This is an optimization exercise on Yosys and OpenROAD, whose aim is small area, a short achievable clock period and few clock cycles per item, not a production implementation. In this exercise RTL edits were held to simulation tests only and were not proved equivalent to the original. Power is estimated from default activity; no workload was simulated.

## try-sierra
Design conv_requant_packer, start of the top module:
module conv_requant_packer #(
  parameter int DATA_WIDTH = 8,
  parameter int ACC_WIDTH  = 32,
  parameter int BUS_WIDTH  = 128,
  parameter int ADDR_WIDTH = 18
) (
  input  logic                  clk,
  input  logic                  rst,
  input  logic                  start,
  input  logic [ADDR_WIDTH-1:0] cfg_base_addr,
  input  logic [15:0]           cfg_scale,
  input  logic [4:0]            cfg_shift,
  input  logic [1:0]            cfg_act_mode,
  input  logic [DATA_WIDTH-1:0] cfg_clip_max,
  output logic                  busy,
  output logic                  done,
  input  logic                  in_valid,
  output logic                  in_ready,
  input  logic [ACC_WIDTH-1:0]  in_acc,
  input  logic [ACC_WIDTH-1:0]  in_bias,
  input  logic                  in_last,
  output logic                  out_valid,
  input  logic                  out_ready,
  output logic [ADDR_WIDTH-1:0] out_addr,
  output logic [BUS_WIDTH-1:0]  out_data,
  output logic                  out_last,
  output logic [15:0]           sat_count
);
clock: 7.5 ns
lec_check: 0
abc_area: 1
cap_margin: 20
core_margin: 2
core_utilization: 40
setup_slack_margin: 3.9
slew_margin: 20
synth_hierarchical: 1
synth_minimum_keep_size: 0
standard.sh (not shown) runs the stock make flow with config.mk's settings and CLKGATE_MAP_FILE= SYNTH_SCRIPT=/design/flow/synth_recipe.tcl, a recipe that flattens the netlist after the stock synthesis.
==> flow/flow/run.sh <==
#!/bin/bash
set -euo pipefail
export BUFFER_PORTS_ARGS="-buffer_cell sky130_fd_sc_hd__buf_1"
bash standard.sh "BUFFER_PORTS_ARGS=$BUFFER_PORTS_ARGS" finish > flow_make.log 2>&1
try-sierra reached the final stage; the timing, design-rule and antenna checks on its layout passed.
Testbench counts of try-sierra, summed over its fixed seeds: cycles 9,535, items 9,247.
diff inputs: try-sierra => try-willow
diff --git a/flow/config.mk b/flow/config.mk
--- a/flow/config.mk
+++ b/flow/config.mk
@@ -15,0 +16 @@
+export TNS_END_PERCENT = 5
==> run summary <==
- try-sierra → try-willow: count of multi-input gates closely matched the old numbers, routing usage on met3 comparable, pin slew with the least headroom to its limit ~0 delta, clock period minus worst slack higher.
- Re fraction of standard cell area that is sequential: try-willow is 0.65 points up on try-sierra.
- Count of vias placed by the detailed router shrinks slightly when moving from try-sierra to try-willow.
- Compared to try-sierra, try-willow reaches a lower achievable clock.
- Between try-sierra and try-willow, count of cell instances traversed by the critical path decreased.
- NOTE number of post-CTS setup repair buffers try-sierra->try-willow decreased by a few percent
- try-sierra and try-willow ended up with roughly the same clock network contribution to total cell area.
Modified inputs, try-pepper compared to try-willow
diff --git a/flow/config.mk b/flow/config.mk
--- a/flow/config.mk
+++ b/flow/config.mk
@@ -12 +12 @@
-export SETUP_SLACK_MARGIN = 3.9
+export SETUP_SLACK_MARGIN = 3.7
@@ -16 +15,0 @@
-export TNS_END_PERCENT = 5
--- outcome ---
- try-pepper finished every stage and its layout cleared the timing, design-rule and antenna checks.
- The global-route wire length before repair reported for try-pepper is smaller than that of try-willow by 1300 microns.
- [compare] base=try-willow new=try-pepper: final cell count held steady; total power shrank by about 1.2%; detailed route wirelength on metal2 held steady.
- When try-pepper is measured against try-willow, its count of buffers added by post-CTS timing repair for setup turns out 32 lower.
- Summary — slack of the critical path, try-pepper relative to try-willow: higher, by 0.0045 ns.

Another version of the RTL of conv_requant_packer (not shown whole).
Size in the first run: roughly 3000 cells after synthesis, about 350 flip-flops, about 290 I/O pins, about 29000 sq um of cells after synthesis.
export LEC_CHECK = 0
export ABC_AREA = 1
export CAP_MARGIN = 20
export CORE_MARGIN = 2
export CORE_UTILIZATION = 40
export PLACE_DENSITY = 0.9
export SETUP_SLACK_MARGIN = 3.8
export SLEW_MARGIN = 20
export SYNTH_HIERARCHICAL = 1
export SYNTH_MINIMUM_KEEP_SIZE = 0
create_clock -name core_clock -period 7.5 [get_ports {clk}]
Scripts as last shown in full above: flow/flow/run.sh
The baseline produced a clean layout.
Testbench counts at the start, summed over its fixed seeds: cycles 9,487, items 9,247.
Next try:
- GPL_ROUTABILITY_DRIVEN: unset -> 0
- PLACE_DENSITY: 0.9 -> unset
Effect:
- synthesized cell count stays the same
- sequential power fell by about 1%
- design area rose by 0.33%
- non-clock buffer count fell by 10

conv_requant_packer, a different RTL version from the one above (not shown whole).
Size: roughly 350 flip-flops, ~290 I/O pins, roughly 30000 sq um of cells after synthesis.
export LEC_CHECK = 0
export ABC_AREA = 1
export CAP_MARGIN = 20
export CORE_MARGIN = 2
export CORE_UTILIZATION = 40
export SETUP_SLACK_MARGIN = 3.5
export SLEW_MARGIN = 20
create_clock -name core_clock -period 7.5 [get_ports {clk}]
run.sh (not shown) runs the stock make flow with config.mk's settings and CLKGATE_MAP_FILE= SYNTH_SCRIPT=/design/flow/synth_recipe.tcl, a recipe that flattens the netlist after the stock synthesis.
Stock flow here: none of the scripts above is used.
Testbench counts at the start, summed over its fixed seeds: cycles 9,487, items 9,247.
Then changed:
SETUP_SLACK_MARGIN = 4.0   (was 3.5)
The changed run finished with timing, DRC and antenna clean.
Global-route usage increases by 1.5 points.
Design area climbs by a little under a tenth.
Core utilization increases by 3.5 points.
Power rises by a few percent.
Routed wire length rises by a few percent.
Non-clock buffer count grows by 73.
Via count climbs by a few percent.
Sequential power is about the same.

Another version of the RTL of conv_requant_packer (not shown whole).
For scale: roughly 2600 cells after synthesis, about 350 flip-flops, roughly 290 I/O pins, about 0.027 sq mm of cells after synthesis.
==> flow/config.mk <==
export PLATFORM = sky130hd
export DESIGN_NAME = conv_requant_packer
export DESIGN_NICKNAME = conv_requant_packer
export VERILOG_FILES = /design/flow/design.v
export SDC_FILE = /design/flow/constraint.sdc
export NUM_CORES = 4
export LEC_CHECK = 0
export ABC_AREA = 1
export CAP_MARGIN = 20
export CORE_MARGIN = 2
export CORE_UTILIZATION = 40
export GPL_ROUTABILITY_DRIVEN = 0
export PLACE_DENSITY = 0.75
export SETUP_SLACK_MARGIN = 3.9
export SLEW_MARGIN = 20
export SYNTH_HIERARCHICAL = 1
export SYNTH_MINIMUM_KEEP_SIZE = 0
==> flow/constraint.sdc <==
create_clock -name core_clock -period 7.5 [get_ports {clk}]
set_input_delay 1.5000 -clock core_clock [delete_from_list [all_inputs] [get_ports {clk}]]
set_output_delay 1.5000 -clock core_clock [all_outputs]
set_load 0.01 [all_outputs]
standard.sh (not shown) runs the stock make flow with config.mk's settings and CLKGATE_MAP_FILE= SYNTH_SCRIPT=/design/flow/synth_recipe.tcl, a recipe that flattens the netlist after the stock synthesis.
Scripts as last shown in full above: flow/flow/run.sh
Testbench counts at the start, summed over its fixed seeds: cycles 9,487, items 9,247.
Change:
PLACE_DENSITY = default   (was 0.75)
SETUP_SLACK_MARGIN = 4.0   (was 3.9)
Die area is unchanged.
Setup slack gains 0.074 ns.
Final area rose by a few percent.
Total power rose by a few percent.
Synthesized cell count does not change.
Change:
SETUP_SLACK_MARGIN = 3.9   (was 4.0)
After rerunning: Total power shrinks by 3.0%. Count of clock-buffer cells in the layout shrinks by 5. Area after synthesis does not change. Utilization shrinks by 1.5 points. Cell area shrinks by 3.0%.
Change:
SETUP_SLACK_MARGIN = 3.8   (was 3.9)
Outcome: The new run went through all stages and came out clean. Clock skew went up by 0.0052 ns. Die area does not change. Wire length increases by 1.3%. Synthesized area does not change. Final cell count goes down by 1.6%. Non-clock buffer count drops by 61.

[port drivers added, routing unchanged]
In the flow no input, the clock included, has a driving cell. The finished layouts below were timed again as built, in two steps. Step 1 sets driving cells, clkbuf_16 on the clock port and buf_2 on the other inputs (assumed; they add their load-dependent delay and slew). Step 2 moves the port delays by t, midway between the first and last clock arrival at a register: inputs arrive t later, outputs are due t later. That takes back most of the time a late clock gives input paths. Slacks: ideal / step 1 / step 2; pairs: ideal / step 1.
run	shift t [ns]	setup WS [ns]	slew at the worst register clock pin (ns)	cell pins on the clock port's net
try-sierra	0.659	3.928 / 3.928 / 3.786	0.07 / 0.07	1
try-willow	0.657	3.785 / 3.785 / 3.785	0.07 / 0.07	1
try-pepper	0.650	3.790 / 3.790 / 3.790	0.07 / 0.07	1
the first run of note 2	0.617	3.724 / 3.724 / 3.460	0.07 / 0.07	1
the second run of note 2	0.637	3.856 / 3.829 / 3.486	0.07 / 0.07	1
the first run of note 3	0.627	3.475 / 3.475 / 3.142	0.07 / 0.07	1
the second run of note 3	0.653	3.539 / 3.539 / 3.529	0.07 / 0.07	1
the first run of note 4	0.627	3.880 / 3.880 / 3.610	0.07 / 0.07	1
the second run of note 4	0.632	3.954 / 3.954 / 3.608	0.07 / 0.07	1
the third run of note 4	0.615	3.939 / 3.917 / 3.577	0.07 / 0.07	1
the fourth run of note 4	0.627	3.828 / 3.828 / 3.498	0.07 / 0.07	1
After both steps every run listed still meets setup and hold. For the second run of note 2, which loses most, drivers alone change the setup slack by -0.027 ns; drivers and shift together by -0.370 ns.
